From an optimization exercise on the open Yosys and OpenROAD flow, aimed at small area; shortcuts taken in it are not production practice. Function was checked by simulation only, so behaviour that the tests miss may differ from the original. Power is estimated from default activity; no workload was simulated.

== v34 ==
==> flow/design.v <==
module regfile_sb #(
    parameter  int XLEN  = 32,
    parameter  int NREGS = 32,
    parameter  int NRP   = 2,
    parameter  int NWP   = 2,
    localparam int AW    = $clog2(NREGS)
) (
    input  logic                      clk_i,
    input  logic                      rst_n_i,
    input  logic [NWP-1:0]            we_i,
    input  logic [NWP-1:0][AW-1:0]    wr_addr_i,
    input  logic [NWP-1:0][XLEN-1:0]  wr_d_i,
    input  logic                      iss_valid_i,
    input  logic [AW-1:0]             iss_rd_i,
    input  logic [NRP-1:0][AW-1:0]    rd_addr_i,
    output logic [NRP-1:0][XLEN-1:0]  rd_d_o,
    output logic [NRP-1:0]            rd_busy_o,
    output logic [NREGS-1:0]          busy_o
);
    logic ph;
    always_ff @(posedge clk_i or negedge rst_n_i) begin
        if (!rst_n_i) ph <= 1'b0;
        else          ph <= ~ph;
    end
    logic [XLEN-1:0] wdx0, wdx1;
    assign wdx0 = wr_d_i[0] ^ {XLEN{ph}};
    assign wdx1 = wr_d_i[1] ^ {XLEN{ph}};
    wire [NREGS-1:0][XLEN-1:0] q;
    wire [NREGS-1:0]           valid;
    wire [NREGS-1:0]           busy;
    assign q[0]     = '0;
    assign valid[0] = 1'b0;
    assign busy[0]  = 1'b0;
    for (genvar r = 1; r < NREGS; r++) begin : g_reg
        logic w0, w1, s0, s1, hold, iss;
        logic [XLEN-1:0] d, dn;
        logic v, b;
        assign w0   = we_i[0] && (wr_addr_i[0] == AW'(r));
        assign w1   = we_i[1] && (wr_addr_i[1] == AW'(r));
        assign s1   = w1;
        assign s0   = w0 && !w1;
        assign hold = !(w0 || w1);
        assign iss  = iss_valid_i && (iss_rd_i == AW'(r));
        regfile_sb_aoi3 #(.W(XLEN)) u_wsel (
            .a_i(s1), .x_i(wdx1), .b_i(s0), .y_i(wdx0), .c_i(hold), .z_i(d), .n_o(dn)
        );
        always_ff @(posedge clk_i) begin
            d <= dn;
        end
        always_ff @(posedge clk_i or negedge rst_n_i) begin
            if (!rst_n_i) begin
                v <= 1'b0;
                b <= 1'b0;
            end else begin
                v <= v | w0 | w1;
                b <= iss | (b & hold);
            end
        end
        assign q[r]     = d;
        assign valid[r] = v;
        assign busy[r]  = b;
    end
    assign busy_o = busy;
    for (genvar p = 0; p < NRP; p++) begin : g_rd
        logic [NREGS-1:0] dec, sel;
        for (genvar r = 0; r < NREGS; r++) begin : g_dec
            assign dec[r] = (rd_addr_i[p] == AW'(r));
            assign sel[r] = dec[r] && valid[r];
        end
        regfile_sb_rsel #(.W(XLEN), .NREGS(NREGS)) u_rd (
            .sel_i(sel[NREGS-1:1]), .q_i(q[NREGS-1:1]), .inv_i(ph && (|sel)), .d_o(rd_d_o[p])
        );
        regfile_sb_rsel #(.W(1), .NREGS(NREGS)) u_busy (
            .sel_i(dec[NREGS-1:1]), .q_i(busy[NREGS-1:1]), .inv_i(1'b0), .d_o(rd_busy_o[p])
        );
    end
endmodule
module regfile_sb_aoi3 #(
    parameter int W = 32
) (
    input  logic         a_i,
    input  logic [W-1:0] x_i,
    input  logic         b_i,
    input  logic [W-1:0] y_i,
    input  logic         c_i,
    input  logic [W-1:0] z_i,
    output logic [W-1:0] n_o
);
    assign n_o = ~(({W{a_i}} & x_i) | ({W{b_i}} & y_i) | ({W{c_i}} & z_i));
endmodule
module regfile_sb_rsel #(
    parameter  int W     = 32,
    parameter  int NREGS = 32,
    localparam int NG    = (NREGS - 1) / 3
) (
    input  logic [NREGS-1:1]        sel_i,
    input  logic [NREGS-1:1][W-1:0] q_i,
    input  logic                    inv_i,
    output logic [W-1:0]            d_o
);
    logic [NG-1:0][W-1:0] t_n;
    for (genvar g = 0; g < NG; g++) begin : g_grp
        regfile_sb_aoi3 #(.W(W)) u_aoi (
            .a_i(sel_i[3*g+1]), .x_i(q_i[3*g+1]),
            .b_i(sel_i[3*g+2]), .y_i(q_i[3*g+2]),
            .c_i(sel_i[3*g+3]), .z_i(q_i[3*g+3]),
            .n_o(t_n[g])
        );
    end
    localparam int NR = NREGS - 1 - 3 * NG;
    logic [(NG+NR)*W-1:0] t_all;
    for (genvar g = 0; g < NG; g++) begin : g_t
        assign t_all[g*W +: W] = t_n[g];
    end
    for (genvar r = 0; r < NR; r++) begin : g_r
        assign t_all[(NG+r)*W +: W] = ~({W{sel_i[3*NG+1+r]}} & q_i[3*NG+1+r]);
    end
    localparam int NT = NG + NR;
    localparam int NQ = (NT + 3) / 4;
    logic [NQ-1:0][W-1:0] any_q;
    for (genvar k = 0; k < NQ; k++) begin : g_q
        regfile_sb_nand4 #(.W(W), .N((4 * k + 4 <= NT) ? 4 : NT - 4 * k)) u_nand (
            .a_i(t_all[4*k*W +: ((4 * k + 4 <= NT) ? 4 : NT - 4 * k) * W]), .y_o(any_q[k])
        );
    end
    always_comb begin
        d_o = '0;
        for (int k = 0; k < NQ; k++) d_o = d_o | any_q[k];
        d_o = d_o ^ {W{inv_i}};
    end
endmodule
module regfile_sb_nand4 #(
    parameter int W = 32,
    parameter int N = 4
) (
    input  logic [N*W-1:0] a_i,
    output logic [W-1:0]   y_o
);
    always_comb begin
        y_o = '1;
        for (int i = 0; i < N; i++) y_o = y_o & a_i[i*W +: W];
        y_o = ~y_o;
    end
endmodule
clock: 7.0 ns
lec_check: 0
cap_margin: 20
core_margin: 2
core_utilization: 25
cts_cluster_diameter: 100
cts_cluster_size: 20
place_density: 0.4
setup_slack_margin: 0.05
slew_margin: 20
synth_hierarchical: 1
synth_minimum_keep_size: 0
standard.sh (not shown) runs the stock make flow with config.mk's settings and CLKGATE_MAP_FILE= SYNTH_SCRIPT=/design/flow/synth_recipe.tcl, a recipe that flattens the netlist after the stock synthesis.
==> flow/flow/run.sh <==
#!/bin/bash
# The standard layout (standard.sh) with one change to how it is made: buffer_ports
# gives every input and output port a sky130_fd_sc_hd__buf_1 instead of the delay
# cell (clkdlybuf4s50_1) it picks by default. make's full output goes to standard_sh.log;
# each ORFS step keeps its own log under orfs/logs/.
set -euo pipefail
export BUFFER_PORTS_ARGS="-buffer_cell sky130_fd_sc_hd__buf_1"
bash standard.sh > standard_sh.log 2>&1
What v24 does differently from v34 at the input level:
==> flow/run.sh (new file) <==
#!/bin/bash
# synth_recipe.tcl (not shown) runs the flow's synth.tcl, then flattens the netlist and writes it again
# the make line also repeats each setting of config.mk as NAME=value (left out here)
make -C /OpenROAD-flow-scripts/flow DESIGN_CONFIG=/design/flow/config.mk WORK_HOME=/design/flow/orfs CLKGATE_MAP_FILE= SYNTH_SCRIPT=/design/flow/synth_recipe.tcl finish
-- flow/config.mk --
<<< v34, line 13
export PLACE_DENSITY = 0.4
export SETUP_SLACK_MARGIN = 0.05
export SLEW_MARGIN = 20
>>> v24, line 13
export PLACE_DENSITY = 0.4
export SETUP_SLACK_MARGIN = 0.1
export SLEW_MARGIN = 20
removed: flow/flow/run.sh
removed: flow/standard.sh
Findings:
Reported for v34 and v24, total global routing overflow turned out identical to the last digit.
After synthesis and placement, the instance count of v24 is above that of v34.
Re total power consumption of the routed design: v34 was lower than v24.
Among v34 and v24, a clean, completed layout was produced by v34 alone.
Between v34 and v24, the clock power figures differ only marginally.
> inputs changed (v24 -> v13)
==> flow/flow/run.sh (new file) <==
#!/bin/bash
# The standard layout (standard.sh) with one change to how it is made: buffer_ports
# gives every input and output port a sky130_fd_sc_hd__buf_1 instead of the delay
# cell (clkdlybuf4s50_1) it picks by default. make's full output goes to standard_sh.log;
# each ORFS step keeps its own log under orfs/logs/.
set -euo pipefail
export BUFFER_PORTS_ARGS="-buffer_cell sky130_fd_sc_hd__buf_1"
bash standard.sh > standard_sh.log 2>&1
==> flow/standard.sh (new file) <==
#!/bin/bash
# synth_recipe.tcl (not shown) runs the flow's synth.tcl, then flattens the netlist and writes it again
# the make line also repeats each setting of config.mk as NAME=value (left out here)
make -C /OpenROAD-flow-scripts/flow DESIGN_CONFIG=/design/flow/config.mk WORK_HOME=/design/flow/orfs CLKGATE_MAP_FILE= SYNTH_SCRIPT=/design/flow/synth_recipe.tcl "${@:-finish}"
==> flow/config.mk <==
export PLATFORM = sky130hd
export DESIGN_NAME = regfile_sb
export DESIGN_NICKNAME = regfile_sb
export VERILOG_FILES = /design/flow/design.v
export SDC_FILE = /design/flow/constraint.sdc
export NUM_CORES = 4
export LEC_CHECK = 0
export CAP_MARGIN = 10
export CORE_MARGIN = 2
export CORE_UTILIZATION = 30
export CTS_CLUSTER_DIAMETER = 100
export CTS_CLUSTER_SIZE = 20
export PLACE_DENSITY = 0.45
export SETUP_SLACK_MARGIN = 0.05
export SLEW_MARGIN = 10
export SYNTH_HIERARCHICAL = 1
export SYNTH_MINIMUM_KEEP_SIZE = 0
removed: flow/run.sh
==> comparison <==
- v13 ran to completion and came out clean on the timing, design-rule and antenna checks.
- In the tables for v24 and v13, relative slew slack reads higher with v13.
- On maximum operating frequency, v24 loses to v13.
- v13 ends up with a routed length on met3 that is about 2% higher than in v24.
- Re final worst-path setup slack: v24 and v13 aren't equal, and the higher value belongs to v13.
- Of v13 and v24, it is v13 that has the lower portion of the clock cycle consumed by the worst path in the final layout.
- Clock-buffer cell count, v13 vs v24: down slightly

afterwards: timing with drivers on the ports:
No port has a modelled driver above. Below, the same layouts with a new extraction and two added sets of constraints.
Step 1 (the two cells are an assumption about what drives the block):
set clk [get_ports {clk_i}]
set_driving_cell -lib_cell sky130_fd_sc_hd__clkbuf_16 $clk
set_driving_cell -lib_cell sky130_fd_sc_hd__buf_2 [delete_from_list [all_inputs] $clk]
Step 2 adds t to the input delays and takes it off the output delays; t is the mean of the earliest and latest rising clock arrival at the registers after step 1. Input paths then give back, and output paths get back, about the clock's delay inside the block.
Three values: no drivers, after step 1, after step 2; two values: the first two.
run | shift t [ns] | setup WS [ns] | hold slack, ns | clock arrival spread, ns | cell pins on the clock port's net
v34 | 0.829 | 0.393 / 0.317 / 0.317 | 0.473 / 0.473 / 0.473 | 0.076 / 0.076 | 1
v24 | 0.844 | -0.145 / -0.169 / -0.169 | 0.473 / 0.473 / 0.473 | 0.053 / 0.052 | 1
v13 | 0.817 | 0.106 / 0.079 / 0.079 | 0.472 / 0.472 / 0.472 | 0.048 / 0.048 | 1
The setup slack of v34, which loses most, moves by -0.076 ns with the drivers and by -0.076 ns with both steps.
